Context: an optimization exercise on an open-source flow, tuned for small area, a short achievable clock period and few clock cycles per item. The choices shown serve that exercise and are no tape-out recipe.
In this exercise RTL edits were held to simulation tests only and were not proved equivalent to the original.
No activity file was given, so power comes from the tool's default toggle rates.

`design/flow/standard.sh`:
```
#!/bin/bash
# synth_recipe.tcl (not shown) runs the flow's synth.tcl, then flattens the netlist and writes it again
# the make line also repeats each setting of config.mk as NAME=value (left out here)
make -C /OpenROAD-flow-scripts/flow DESIGN_CONFIG=/design/flow/config.mk WORK_HOME=/design/flow/orfs CLKGATE_MAP_FILE= SYNTH_SCRIPT=/design/flow/synth_recipe.tcl "${@:-finish}"
```
`design/flow/constraint.sdc`:
```
create_clock -name core_clock -period 5.0 [get_ports {clk}]
set_input_delay 1.0000 -clock core_clock [delete_from_list [all_inputs] [get_ports {clk}]]
set_output_delay 1.0000 -clock core_clock [all_outputs]
set_load 0.01 [all_outputs]
```
`design/flow/config.mk`:
```
export PLATFORM = sky130hd
export DESIGN_NAME = operand_fetch_top
export DESIGN_NICKNAME = operand_fetch_top
export VERILOG_FILES = /design/flow/design.v
export SDC_FILE = /design/flow/constraint.sdc
export NUM_CORES = 4
export LEC_CHECK = 0
export CAP_MARGIN = 20
export CORE_MARGIN = 2
export CORE_UTILIZATION = 45
export SETUP_SLACK_MARGIN = 2.2
export SLEW_MARGIN = 20
export BUFFER_PORTS_ARGS = -buffer_cell sky130_fd_sc_hd__buf_1
export CTS_ARGS = -sink_clustering_enable -repair_clock_nets -sink_clustering_size 24 -sink_clustering_max_diameter 80 -buf_list sky130_fd_sc_hd__clkbuf_16 -dont_use_dummy_load
```
`design/flow/flow/run.sh`:
```
#!/bin/bash
# Standard layout with small port buffers and a lighter clock tree.
set -e
cat >> config.mk <<'EOM'
export BUFFER_PORTS_ARGS = -buffer_cell sky130_fd_sc_hd__buf_1
export CTS_ARGS = -sink_clustering_enable -repair_clock_nets -sink_clustering_size 24 -sink_clustering_max_diameter 80 -buf_list sky130_fd_sc_hd__clkbuf_16 -dont_use_dummy_load
EOM
bash standard.sh > standard.log 2>&1
```
`design/flow/design.v`:
```
`timescale 1ns/1ps
`default_nettype none
package fetch_pkg;
	localparam int DATA_WIDTH      = 16;
	localparam int N_CHANNELS      = 16;
	localparam int COMMIT_ID_WIDTH = 6;
	typedef logic signed [DATA_WIDTH - 1 : 0] data_t;
	typedef logic [3 : 0] chan_addr_t;
	typedef logic [COMMIT_ID_WIDTH - 1 : 0] commit_id_t;
	typedef logic [7 : 0] tag_t;
	localparam chan_addr_t SRC_REG0    = 4'd0;
	localparam chan_addr_t SRC_REG1    = 4'd1;
	localparam chan_addr_t SRC_QUARTER = 4'd3;
	localparam chan_addr_t SRC_HALF    = 4'd4;
	localparam data_t SCALE_QUARTER = data_t'({2'b01, {(DATA_WIDTH - 2){1'b0}}});
	localparam data_t SCALE_HALF    = data_t'({1'b1, {(DATA_WIDTH - 1){1'b0}}});
	typedef struct packed {
		logic       needed;
		logic       is_reg;
		chan_addr_t src;
	} operand_sel_t;
	typedef struct packed {
		tag_t         tag;
		chan_addr_t   dest;
		logic         writes_channel;
		data_t        register_0;
		data_t        register_1;
		operand_sel_t op_a;
		operand_sel_t op_b;
		operand_sel_t op_c;
	} instr_t;
	typedef struct packed {
		instr_t     instr;
		commit_id_t commit_id;
		data_t      arg_a;
		data_t      arg_b;
		data_t      arg_c;
	} stage_word_t;
	typedef struct packed {
		tag_t       tag;
		chan_addr_t dest;
		logic       writes_channel;
		commit_id_t commit_id;
		data_t      arg_a;
		data_t      arg_b;
		data_t      arg_c;
	} fetched_t;
	typedef struct packed {
		logic       valid;
		chan_addr_t addr;
		data_t      value;
	} chan_write_t;
	typedef enum logic {
		FETCH_IDLE,
		FETCH_BUSY
	} fetch_state_t;
endpackage
`default_nettype wire
`timescale 1ns/1ps
`default_nettype none
module operand_fetch_top
(
	input  wire          clk,
	input  wire          reset,
	input  wire          in_valid,
	output logic         in_ready,
	input  wire  [7:0]   in_tag,
	input  wire  [3:0]   in_dest,
	input  wire          in_writes_channel,
	input  wire  [15:0]  in_register_0,
	input  wire  [15:0]  in_register_1,
	input  wire  [5:0]   in_op_a,
	input  wire  [5:0]   in_op_b,
	input  wire  [5:0]   in_op_c,
	output logic         out_valid,
	input  wire          out_ready,
	output logic [7:0]   out_tag,
	output logic [3:0]   out_dest,
	output logic         out_writes_channel,
	output logic [5:0]   out_commit_id,
	output logic [15:0]  out_arg_a,
	output logic [15:0]  out_arg_b,
	output logic [15:0]  out_arg_c,
	input  wire          chan_write_valid,
	input  wire  [3:0]   chan_write_addr,
	input  wire  [15:0]  chan_write_value
);
	logic [15:0] chan [16];    
	logic [3:0]  wq   [3];     
	logic [2:0]  outs;         
	logic        occ;          
	logic [15:0] val  [3];
	logic [2:0]  wait_t [3];   
	logic        cwv;
	logic [5:0]  sel [3];
	logic [15:0] rd_t [3];
	logic [15:0] in_val [3];
	logic [2:0]  in_wait [3];
	logic [2:0]  in_fwd;
	logic        free;
	logic        take;
	logic        issue;
	logic        out_fire;
	logic [2:0]  outs_dn;      
	assign cwv = chan_write_valid;
	assign sel[0] = in_op_a;
	assign sel[1] = in_op_b;
	assign sel[2] = in_op_c;
	logic ready_now;
	logic ready_wb;
	logic ready_open;
	logic empty_open;
	logic ready_now_d;
	logic ready_wb_d;
	logic free_now;
	logic free_wb;
	assign out_valid = cwv ? ready_wb : ready_now;
	assign out_fire  = out_valid & out_ready;
	assign out_arg_a = wait_t[0][0] ? chan_write_value : val[0];
	assign out_arg_b = wait_t[1][0] ? chan_write_value : val[1];
	assign out_arg_c = wait_t[2][0] ? chan_write_value : val[2];
	assign free_now = ~occ | (out_ready & ready_now);
	assign free_wb  = ~occ | (out_ready & ready_wb);
	assign free     = cwv ? free_wb : free_now;
	assign in_ready = cwv ? free_wb : (empty_open | (out_ready & ready_open));
	assign take     = in_valid & in_ready;
	assign issue    = take & in_writes_channel;
	always_comb begin
		for (int k = 0; k < 3; k++) begin
			logic [15:0] m [4];
			for (int j = 0; j < 4; j++)
				case (sel[k][1:0])
					2'd0: m[j] = chan[4*j];
					2'd1: m[j] = chan[4*j+1];
					2'd2: m[j] = chan[4*j+2];
					default: m[j] = chan[4*j+3];
				endcase
			case (sel[k][3:2])
				2'd0: rd_t[k] = m[0];
				2'd1: rd_t[k] = m[1];
				2'd2: rd_t[k] = m[2];
				default: rd_t[k] = m[3];
			endcase
		end
	end
	always_comb begin
		for (int k = 0; k < 3; k++) begin
			logic [3:0] src;
			logic [2:0] p;     
			src = sel[k][3:0];
			p   = 3'b000;
			for (int i = 0; i < 3; i++)
				if (outs[i] && wq[i] == src)
					p = 3'((2 << i) - 1);
			in_val[k]  = '0;
			in_wait[k] = '0;
			in_fwd[k]  = 1'b0;
			if (sel[k][5]) begin
				if (sel[k][4]) begin
					case (src)
						4'd0:    in_val[k] = in_register_0;
						4'd1:    in_val[k] = in_register_1;
						4'd3:    in_val[k] = 16'h4000;
						4'd4:    in_val[k] = 16'h8000;
						default: in_val[k] = '0;
					endcase
				end else begin
					in_val[k]  = rd_t[k];
					in_fwd[k]  = cwv & p[0] & ~p[1];
					in_wait[k] = cwv ? (p >> 1) : p;
				end
			end
		end
	end
	always_ff @(posedge clk) begin
		if (reset)
			occ <= 1'b0;
		else if (take)
			occ <= 1'b1;
		else if (out_fire)
			occ <= 1'b0;
	end
	always_comb begin
		logic [2:0] w0;
		logic [2:0] w1;
		for (int k = 0; k < 3; k++) begin
			w0[k] = free ? in_wait[k][0] : (cwv ? wait_t[k][1] : wait_t[k][0]);
			w1[k] = free ? in_wait[k][1] : (cwv ? wait_t[k][2] : wait_t[k][1]);
		end
		ready_now_d = ~(|w0);
		ready_wb_d  = ~(|w1);
	end
	logic occ_d;
	logic full_d;
	assign occ_d  = take | (occ & ~out_fire);
	assign full_d = issue ? outs_dn[1] : outs_dn[2];
	always_ff @(posedge clk) begin
		if (reset) begin
			ready_now  <= 1'b0;
			ready_wb   <= 1'b0;
			ready_open <= 1'b0;
			empty_open <= 1'b1;
		end else begin
			ready_now  <= occ_d & ready_now_d;
			ready_wb   <= occ_d & ready_wb_d;
			ready_open <= occ_d & ready_now_d & ~full_d;
			empty_open <= ~occ_d & ~full_d;
		end
	end
	always_ff @(posedge clk) begin
		if (free) begin
			out_tag            <= in_tag;
			out_dest           <= in_dest;
			out_writes_channel <= in_writes_channel;
		end
	end
	always_ff @(posedge clk) begin
		for (int k = 0; k < 3; k++) begin
			if (free)
				wait_t[k] <= in_wait[k];
			else if (cwv)
				wait_t[k] <= wait_t[k] >> 1;
			if (free ? in_fwd[k] : (cwv & wait_t[k][0] & ~wait_t[k][1]))
				val[k] <= chan_write_value;
			else if (free)
				val[k] <= in_val[k];
		end
	end
	assign outs_dn = cwv ? (outs >> 1) : outs;
	always_ff @(posedge clk) begin
		if (reset) begin
			outs   <= '0;
		end else begin
			outs   <= issue ? {outs_dn[1:0], 1'b1} : outs_dn;
		end
	end
	always_ff @(posedge clk) begin
		if (reset)
			out_commit_id <= '0;
		else if (out_fire && out_writes_channel)
			out_commit_id <= out_commit_id + 6'd1;
	end
	always_ff @(posedge clk) begin
		for (int i = 0; i < 3; i++) begin
			if (issue && (i == 0 ? ~outs_dn[0] : (outs_dn[i - 1] & ~outs_dn[i])))
				wq[i] <= in_dest;
			else if (cwv && i < 2)
				wq[i] <= wq[i + 1];
		end
	end
	logic [15:0] wr_data;
	assign wr_data = chan_write_value & {16{~reset}};
	always_ff @(posedge clk) begin
		for (int c = 0; c < 16; c++)
			if (reset || (cwv && chan_write_addr == 4'(c)))
				chan[c] <= wr_data;
	end
endmodule
`default_nettype wire
```
==> results of run 1 <==
## per-layer routing
layer	wire length, um	part of all wire, %	track usage [%]	vias to the layer above
met3	6800	11	5.86	119
met5	52	0.083	0	-
li1	-	-	-	6004
met1	25600	41	38.7	7155
met4	1490	2.4	6.76	8
met2	29000	46	42.8	803
## power groups by stage
stage	Sequential, mW	Clock (mW)	Combinational [mW]
global route	3.74	1.76	1.43
finish	3.71	1.65	1.36
floorplan	3.72	0	0.861
detailed placement	3.79	0	1.27
global placement	3.77	0	1.26
CTS	3.71	1.67	1.32
## area by class of cell
class                      instances  area, um^2
clock buffer                      20         500
fill                            3667       21200
inverter                           9        37.5
multi-input combinational        916        9080
sequential                       352       10400
tap                              585         732
timing repair buffer             234        1390
## placed cells by master, fill, tap and decap left out, drive strengths merged, types with 21 or more instances in the layout
cell and instances:
xnor2 21, o21ai 110, a211oi 41, nand2 86, o32ai 46, edfxtp 338, a22o 40, o31ai 47
mux4 149, a21oi 53, clkbuf 25, mux2 57, nor2b 29, nor2 32, mux2i 87, buf 228
## stage by stage
stage               hold WS (ns)  setup WS [ns]  util, %
floorplan                  0.503           1.82        -
global placement           0.502           1.19     48.9
detailed placement         0.516           1.10     48.9
CTS                        0.539           2.03     50.8
global route               0.586           2.03     51.1
finish                     0.536           2.05     51.1
## kinds of logic after synthesis
family | Yosys count | synth area share, %
compound gates | 373 | 12.9
simple gates | 211 | 5.28
fa+ha+maj | 1 | 0.0630
buf+inv | 133 | 3.12
xor+xnor | 38 | 1.67
flops | 352 | 52.5
mux | 293 | 24.5
## what timing repair did
| item | CTS | global route |
|---|---|---|
| hold buffers | 0 | 0 |
| pin swaps | 2 | 1 |
| hold endpoints to repair | 0 | 0 |
| setup endpoints to repair | 148 | 61 |
| gates resized for setup | 38 | 27 |
| setup buffers | 13 | 2 |
## worst max-delay path, stage by stage
cell	delay, ns
sky130_fd_sc_hd__buf_6	0.10
sky130_fd_sc_hd__buf_6	0.11
sky130_fd_sc_hd__mux2_4	0.28
sky130_fd_sc_hd__a221o_1	0.32
sky130_fd_sc_hd__buf_6	0.14
## registers in the layout (all words and copies together), names as in the netlist, 3 cells and up
register and count:
outs 3, out_commit_id 6, out_dest 4, val 48, wait_t 9, wq 12, out_tag 8, chan 256
## worst min path at each step
stage                                   to  slack [ns]
after CTS                 out_commit_id[5]        0.54
after detailed placement  out_commit_id[5]        0.52
after floorplan                    outs[0]        0.50
after global routing          wait_t[1][1]        0.59
after global placement    out_commit_id[5]        0.50
final                     out_commit_id[5]        0.54
==> impl_table.tex, run 1 <==
\begin{tabular}{lr}
\hline
Metric & Value \\
\hline
\multicolumn{2}{l}{\textbf{Setup path}} \\
FF-to-FF setup slack & 2.70 ns \\
FF-to-FF End & val[1][14] \\
Required time of the worst setup path & 4.00 ns \\
Crit Path Category & in -> out \\
Worst R2R Path Depth & 4 \\
Biggest fanout along the worst timing path & 2 \\
Startpoint of the lowest-slack register-to-register path & chan[1][14] \\
Element type at the critical path end & output pin \\
Data arrival at the endpoint of the critical path & 1.95 ns \\
Critical Path Source Type & primary input \\
Setup crit start & chan\_write\_valid \\
Critical path destination & in\_ready \\
\multicolumn{2}{l}{\textbf{STA}} \\
Sum of negative setup slack & 0 ns \\
Unrepaired setup endpoints after global routing & yes \\
Share of the clock period used by the worst path & 58.9\% \\
Least-Margin Pin Slew & 1.00 ns \\
Worst slew margin relative to its limit & 32.9\% \\
Min cycle time layout & 2.95 ns \\
Fin Clk Skew & 0.0467 ns \\
Maximum clock frequency & 340 MHz \\
Number of endpoints failing setup at the final stage & 0 \\
Final slew viol count & 0 \\
Final Hold Viols & 0 \\
\multicolumn{2}{l}{\textbf{Routing}} \\
Length of the first detailed-routing pass in iterations & 7 \\
Antenna-violating nets left & 0 \\
Total vias in the final route & 14100 \\
DR vias/cell & 6.66 \\
Final Routed Wirelength & 62.9 mm \\
Iteration-0 DRC Markers & 1548 \\
Mean routed wirelength per cell & 29.7 um \\
Post-detailed-route DRC marker count & 0 \\
\multicolumn{2}{l}{\textbf{Yosys}} \\
Instance count of the mapped netlist & 1401 \\
Most area-consuming cells after synthesis & sky130\_fd\_sc\_hd\_\_edfxtp\_1, sky130\_fd\_sc\_hd\_\_mux4\_2, sky130\_fd\_sc\_hd\_\_mux2i\_1 \\
Ranking of synthesized cells by instance count & sky130\_fd\_sc\_hd\_\_edfxtp\_1, sky130\_fd\_sc\_hd\_\_mux4\_2, sky130\_fd\_sc\_hd\_\_o21ai\_0 \\
Number of synthesized register bits & 352 \\
Dominant cell by count in the synthesized netlist & sky130\_fd\_sc\_hd\_\_edfxtp\_1 \\
Top flip-flop cell by instance count after synthesis & sky130\_fd\_sc\_hd\_\_edfxtp\_1 \\
Fraction of registers with async set or reset after synthesis & 0\% \\
Net count after synthesis & 1490 \\
Post-Syn Area & 0.0199 mm\^{}2 \\
Distinct cells, synth & 56 \\
Number of flops mapped to enable cells by yosys & 338 \\
Fraction of the yosys area taken by sequential cells & 52.5\% \\
Library cell with the largest summed area after synthesis & sky130\_fd\_sc\_hd\_\_edfxtp\_1 \\
Synthesis Warnings & 12 \\
Post-synthesis area per instance & 14.2 um\^{}2 \\
Fraction of synthesized cell area taken by the top area cell type & 51.1\% \\
\multicolumn{2}{l}{\textbf{GRT}} \\
Final global-route overflow total & 0 \\
Wire length of the first global-routing pass & 93.2 mm \\
Antenna violations before repair & 5 \\
Tot GR Track Use & 27.2\% \\
Largest net degree at the start of global routing & 49 \\
Vias in the first global route & 14000 \\
\multicolumn{2}{l}{\textbf{Pwr}} \\
Comb pwr share & 20.2\% \\
Leakage & 7.26 nW \\
Total Power Consumption & 6.71 mW \\
Total internal power & 4.86 mW \\
Clock Power Share & 24.5\% \\
Sw Share & 27.6\% \\
Share of total power in sequential cells & 55.3\% \\
Sw Pwr & 1.85 mW \\
Worst vdd ir & 0.199 mV \\
Pwr Density & 303 mW/mm\^{}2 \\
\multicolumn{2}{l}{\textbf{CTS}} \\
Maximum root-to-sink buffer count & 3 \\
Clock Tree Root & sky130\_fd\_sc\_hd\_\_clkbuf\_16 \\
Sink Count & 352 \\
CTS tree & yes \\
Clk slew on worst S/H paths & 0.09 ns \\
Deepest level of the CTS H-tree & 1 \\
TritonCTS buffer count & 20 \\
Clock latency at the later pin of the worst-skew pair & 0.55 ns \\
\multicolumn{2}{l}{\textbf{Floorplan}} \\
Rows & 76 \\
Total die area & 0.0459 mm\^{}2 \\
Number of top-level pins & 157 \\
Height of the chip & 214 um \\
Core Footprint & 0.0434 mm\^{}2 \\
X dimension of the die & 214 um \\
Initial standard-cell utilization of the core & 45.8\% \\
\multicolumn{2}{l}{\textbf{Placement}} \\
Routability cong. & 0.866 \\
Total cell area at the placement stage & 0.0212 mm\^{}2 \\
Final HPWL DP & 41.4 mm \\
Count of input and output buffers & 156 \\
Post-placement cell count & 2081 \\
\multicolumn{2}{l}{\textbf{Status}} \\
Outcome & complete, no violations \\
\multicolumn{2}{l}{\textbf{Hold path}} \\
Beginning of the worst hold path & out\_commit\_id[5] \\
Depth of the worst hold-timing path & 2 \\
Class of the worst hold path & reg -> reg \\
\multicolumn{2}{l}{\textbf{Run}} \\
Count of maximum capacitance violations & 0 \\
\multicolumn{2}{l}{\textbf{Cells and area}} \\
Antenna diode count & 0 \\
Synthesis-to-layout area growth & 11.6\% \\
Fraction of final layout cells sized beyond drive strength 1 & 24.3\% \\
Final \#Nets & 1622 \\
Final instance area & 0.0222 mm\^{}2 \\
Non-Filler Instances & 2116 \\
\hline
\end{tabular}
Testbench counts, summed over its fixed seeds: cycles 20,239, items 16,000.
==> inputs of run 2 (changes only) <==
--- a/design/flow/design.v
+++ b/design/flow/design.v
@@ -90,2 +90,3 @@
 	logic [2:0]  outs;         
+	logic [5:0]  commit;       
 	logic        occ;          
@@ -214,2 +215,3 @@
 			out_writes_channel <= in_writes_channel;
+			out_commit_id      <= commit;
 		end
@@ -232,11 +234,7 @@
 			outs   <= '0;
+			commit <= '0;
 		end else begin
 			outs   <= issue ? {outs_dn[1:0], 1'b1} : outs_dn;
-		end
-	end
-	always_ff @(posedge clk) begin
-		if (reset)
-			out_commit_id <= '0;
-		else if (out_fire && out_writes_channel)
-			out_commit_id <= out_commit_id + 6'd1;
+			commit <= commit + 6'(issue);
+		end
 	end
==> design/flow/flow/run.sh (replaced) <==
#!/bin/bash
# Standard layout with small port buffers and a lighter clock tree.
set -e
cat >> config.mk <<'EOM'
export BUFFER_PORTS_ARGS = -buffer_cell sky130_fd_sc_hd__buf_1
export CTS_ARGS = -sink_clustering_enable -repair_clock_nets -sink_clustering_size 26 -sink_clustering_max_diameter 100 -buf_list sky130_fd_sc_hd__clkbuf_16 -dont_use_dummy_load
EOM
bash standard.sh > standard.log 2>&1
==> design/flow/config.mk (replaced) <==
export PLATFORM = sky130hd
export DESIGN_NAME = operand_fetch_top
export DESIGN_NICKNAME = operand_fetch_top
export VERILOG_FILES = /design/flow/design.v
export SDC_FILE = /design/flow/constraint.sdc
export NUM_CORES = 4
export LEC_CHECK = 0
export CAP_MARGIN = 20
export CORE_MARGIN = 2
export CORE_UTILIZATION = 45
export SETUP_SLACK_MARGIN = 2.8
export SLEW_MARGIN = 20
export BUFFER_PORTS_ARGS = -buffer_cell sky130_fd_sc_hd__buf_1
export CTS_ARGS = -sink_clustering_enable -repair_clock_nets -sink_clustering_size 26 -sink_clustering_max_diameter 100 -buf_list sky130_fd_sc_hd__clkbuf_16 -dont_use_dummy_load
==> run 2 against run 1 <==
Final area grew 19%. Utilization is 8.8 points higher. Die area rose by 0.99%. Synthesized area increased by 1.0%. Sequential share of layout area is 6.9 points lower. Worst hold slack got worse by 0.069 ns. Total power rose by 7.7%. Still clean on timing, DRC and antenna.
==> impl_table.tex, run 2 <==
\begin{tabular}{lr}
\hline
Metric & Value \\
\hline
\multicolumn{2}{l}{\textbf{Status}} \\
Outcome & complete, no violations \\
\multicolumn{2}{l}{\textbf{GRT}} \\
Most heavily used metal layer in global routing & met2 \\
GR met2 Demand/Resource & 49.7\% \\
Tot GR Track Use & 31.5\% \\
Antenna violations before repair & 0 \\
Largest net degree at the start of global routing & 28 \\
Routing usage on met3 & 5.99\% \\
Wire length of the first global-routing pass & 107 mm \\
Final global-route overflow total & 0 \\
Met1 track utilization from global routing & 42.9\% \\
Vias in the first global route & 15200 \\
\multicolumn{2}{l}{\textbf{Cells and area}} \\
Leading cell type in the layout, fill and taps excluded & sky130\_fd\_sc\_hd\_\_edfxtp\_1 \\
Flip-flop count of the largest register after layout & 256 \\
Final \#Nets & 1765 \\
Antenna diode count & 0 \\
Commonest cells after routing, fill and taps aside & sky130\_fd\_sc\_hd\_\_edfxtp\_1, sky130\_fd\_sc\_hd\_\_mux4\_2, sky130\_fd\_sc\_hd\_\_buf\_4 \\
Most flop-heavy register & chan \\
Core occupancy in the finished layout & 59.9\% \\
Fraction of final layout cells sized beyond drive strength 1 & 43.5\% \\
Biggest registers after layout & chan (256), val (48), wq (12) \\
Synthesis-to-layout area growth & 31.7\% \\
\multicolumn{2}{l}{\textbf{CTS}} \\
TritonCTS buffer count & 18 \\
Clock latency at the later pin of the worst-skew pair & 0.57 ns \\
CTS tree & yes \\
Clk slew on worst S/H paths & 0.09 ns \\
Deepest level of the CTS H-tree & 1 \\
Maximum root-to-sink buffer count & 3 \\
Count of hold buffers inserted by post-cts repair & 0 \\
Sink Count & 358 \\
Clock Tree Root & sky130\_fd\_sc\_hd\_\_clkbuf\_16 \\
\multicolumn{2}{l}{\textbf{Setup path}} \\
Cell Chain, Critical Path & buf\_12, mux2\_4, a221o\_2, buf\_6 \\
Standard cell with the maximum stage delay on the critical path & sky130\_fd\_sc\_hd\_\_a221o\_2 \\
Crit Path Category & in -> out \\
Data arrival at the endpoint of the critical path & 1.90 ns \\
Slowest cell delay on critical path & 0.36 ns \\
Element type at the critical path end & output pin \\
Critical Path Source Type & primary input \\
Biggest fanout along the worst timing path & 5 \\
Worst R2R Path Depth & 8 \\
Required time of the worst setup path & 4.00 ns \\
\multicolumn{2}{l}{\textbf{Yosys}} \\
Dominant cell by count in the synthesized netlist & sky130\_fd\_sc\_hd\_\_edfxtp\_1 \\
Fraction of the yosys area taken by sequential cells & 52.9\% \\
Synthesis Warnings & 12 \\
Distinct cells, synth & 57 \\
Fraction of synthesized cell area taken by the top area cell type & 51.5\% \\
Top flip-flop cell by instance count after synthesis & sky130\_fd\_sc\_hd\_\_edfxtp\_1 \\
Post-Syn Area & 0.0201 mm\^{}2 \\
Fraction of registers with async set or reset after synthesis & 0\% \\
Ranking of synthesized cells by instance count & sky130\_fd\_sc\_hd\_\_edfxtp\_1, sky130\_fd\_sc\_hd\_\_mux4\_2, sky130\_fd\_sc\_hd\_\_o21ai\_0 \\
Most area-consuming cells after synthesis & sky130\_fd\_sc\_hd\_\_edfxtp\_1, sky130\_fd\_sc\_hd\_\_mux4\_2, sky130\_fd\_sc\_hd\_\_mux2i\_1 \\
Library cell with the largest summed area after synthesis & sky130\_fd\_sc\_hd\_\_edfxtp\_1 \\
Net count after synthesis & 1491 \\
Post-synthesis area per instance & 14.3 um\^{}2 \\
Number of flops mapped to enable cells by yosys & 344 \\
Instance count of the mapped netlist & 1401 \\
Number of synthesized register bits & 358 \\
\multicolumn{2}{l}{\textbf{Routing}} \\
Final Routed Wirelength & 74.2 mm \\
DR vias/cell & 6.90 \\
Iteration-0 DRC Markers & 2217 \\
Antenna-violating nets left & 0 \\
Mean routed wirelength per cell & 32.8 um \\
Length of the first detailed-routing pass in iterations & 5 \\
Post-detailed-route DRC marker count & 0 \\
Total vias in the final route & 15600 \\
\multicolumn{2}{l}{\textbf{Pwr}} \\
Clock Power Share & 22.1\% \\
Pwr Density & 273 mW/mm\^{}2 \\
Total internal power & 5.14 mW \\
Comb pwr share & 25.5\% \\
Worst vdd ir & 0.176 mV \\
Total Power Consumption & 7.23 mW \\
Sw Share & 28.9\% \\
Sw Pwr & 2.09 mW \\
Leakage & 9.26 nW \\
Share of total power in sequential cells & 52.5\% \\
\multicolumn{2}{l}{\textbf{STA}} \\
Final slew viol count & 0 \\
Sum of negative setup slack & 0 ns \\
Share of the clock period used by the worst path & 58.0\% \\
Fin Clk Skew & 0.0567 ns \\
Unrepaired setup endpoints after global routing & yes \\
Least-Margin Pin Slew & 0.888 ns \\
Worst slew margin relative to its limit & 40.6\% \\
Final Hold Viols & 0 \\
Number of endpoints failing setup at the final stage & 0 \\
Min cycle time layout & 2.90 ns \\
Maximum clock frequency & 345 MHz \\
Least setup slack across all paths after layout & 2.10 ns \\
\multicolumn{2}{l}{\textbf{Floorplan}} \\
Rows & 77 \\
X dimension of the die & 215 um \\
Height of the chip & 215 um \\
Number of top-level pins & 157 \\
Core Footprint & 0.0441 mm\^{}2 \\
Initial standard-cell utilization of the core & 45.5\% \\
Total die area & 0.0463 mm\^{}2 \\
\multicolumn{2}{l}{\textbf{Placement}} \\
Count of input and output buffers & 156 \\
Setup slack after placement & 1.12 ns \\
Final HPWL DP & 43.2 mm \\
Routability cong. & 0.912 \\
\multicolumn{2}{l}{\textbf{Hold path}} \\
Depth of the worst hold-timing path & 0 \\
Class of the worst hold path & reg -> reg \\
\multicolumn{2}{l}{\textbf{Run}} \\
Count of maximum capacitance violations & 0 \\
\hline
\end{tabular}
## run 2: path summary, 6_finish.rpt
check | from | endpoint | slack [ns]
max | chan_write_valid | in_ready | 2.10
min | commit[5] | out_commit_id[5] | 0.47
max reg2reg | wait_t[2][0] | val[2][7] | 2.58
min reg2reg | commit[5] | out_commit_id[5] | 0.47
## run 2: power by group through the flow
stage / combinational, mW / clock [mW] / sequential, mW
floorplan: 0.960 / 0 / 3.78
global placement: 1.34 / 0 / 3.85
detailed placement: 1.35 / 0 / 3.86
CTS: 1.71 / 1.59 / 3.78
global route: 1.91 / 1.69 / 3.82
finish: 1.84 / 1.60 / 3.79
## run 2: logic make-up after synthesis
kind of cell | synth area share [%]
AO/OA/AOI/OAI | 12.7
flip-flops | 52.9
multiplexers | 24.4
AND/OR/NAND/NOR | 5.16
buffers and inverters | 3.13
XOR/XNOR | 1.66
adder cells (fa/ha/maj) | 0.125
## run 2: routing by layer
| metal | part of all wire (%) | vias up |
|---|---|---|
| met1 | 37 | 7950 |
| met4 | 4.6 | 0 |
| met5 | 0 | - |
| li1 | - | 6329 |
| met3 | 12 | 199 |
| met2 | 47 | 1152 |
## run 2: per-stage QoR
stage	hold slack [ns]	instances	cell area, um^2
4_1_cts	0.466	2251	25500
2_1_floorplan	0.428	1401	20900
3_3_place_gp	0.439	2079	21800
3_5_place_dp	0.449	2080	21800
6_report	0.467	2265	26400
5_1_grt	0.489	2265	26400
## run 2: area by class of cell
cell class              count  area [um^2]
clock buffers              18          450
inverters                  10         68.8
repair inverters            1         8.76
well taps                 592          741
repair buffers            370         3530
fillers                  3291        17700
flip-flops and latches    358        10600
multi-input cells         916        11000
## run 2: worst max-delay path: cells and delay by family
kind                   cells  cell delay, ns
AOI/OAI and AO/OA          1            0.36
muxes                      1            0.29
buffers and inverters      2            0.24
## run 2: repair_timing
action,4_1_cts,5_1_grt
cloned,21,4
pin swaps,94,39
buffers inserted,132,10
setup endpoints to repair,444,193
gates resized for setup,309,163
Testbench counts of run 2, summed over its fixed seeds: cycles 20,239, items 16,000.

## separate check: timing with driven ports
How much do the figures lean on ideal ports? The routed layouts below were timed once more, with nothing changed but the port constraints. Step 1 assumes that a clkbuf_16 drives the clock port and a buf_2 every other input. Step 2 adds t to the input delays and takes it off the output delays; t is the mean of the earliest and latest rising clock arrival at the registers after step 1. Input paths then give back, and output paths get back, about the clock's delay inside the block. Slacks: no drivers / after step 1 / after step 2; pairs: no drivers / after step 1.
run	t (ns)	setup WS [ns]	worst hold slack (ns)
run 1	0.587	2.055 / 2.014 / 1.636	0.536 / 0.536 / 0.536
run 2	0.593	2.102 / 2.052 / 1.681	0.467 / 0.467 / 0.467
After both steps every run listed still meets setup and hold. The setup slack of run 2, which loses most, moves by -0.050 ns with the drivers and by -0.421 ns with both steps.
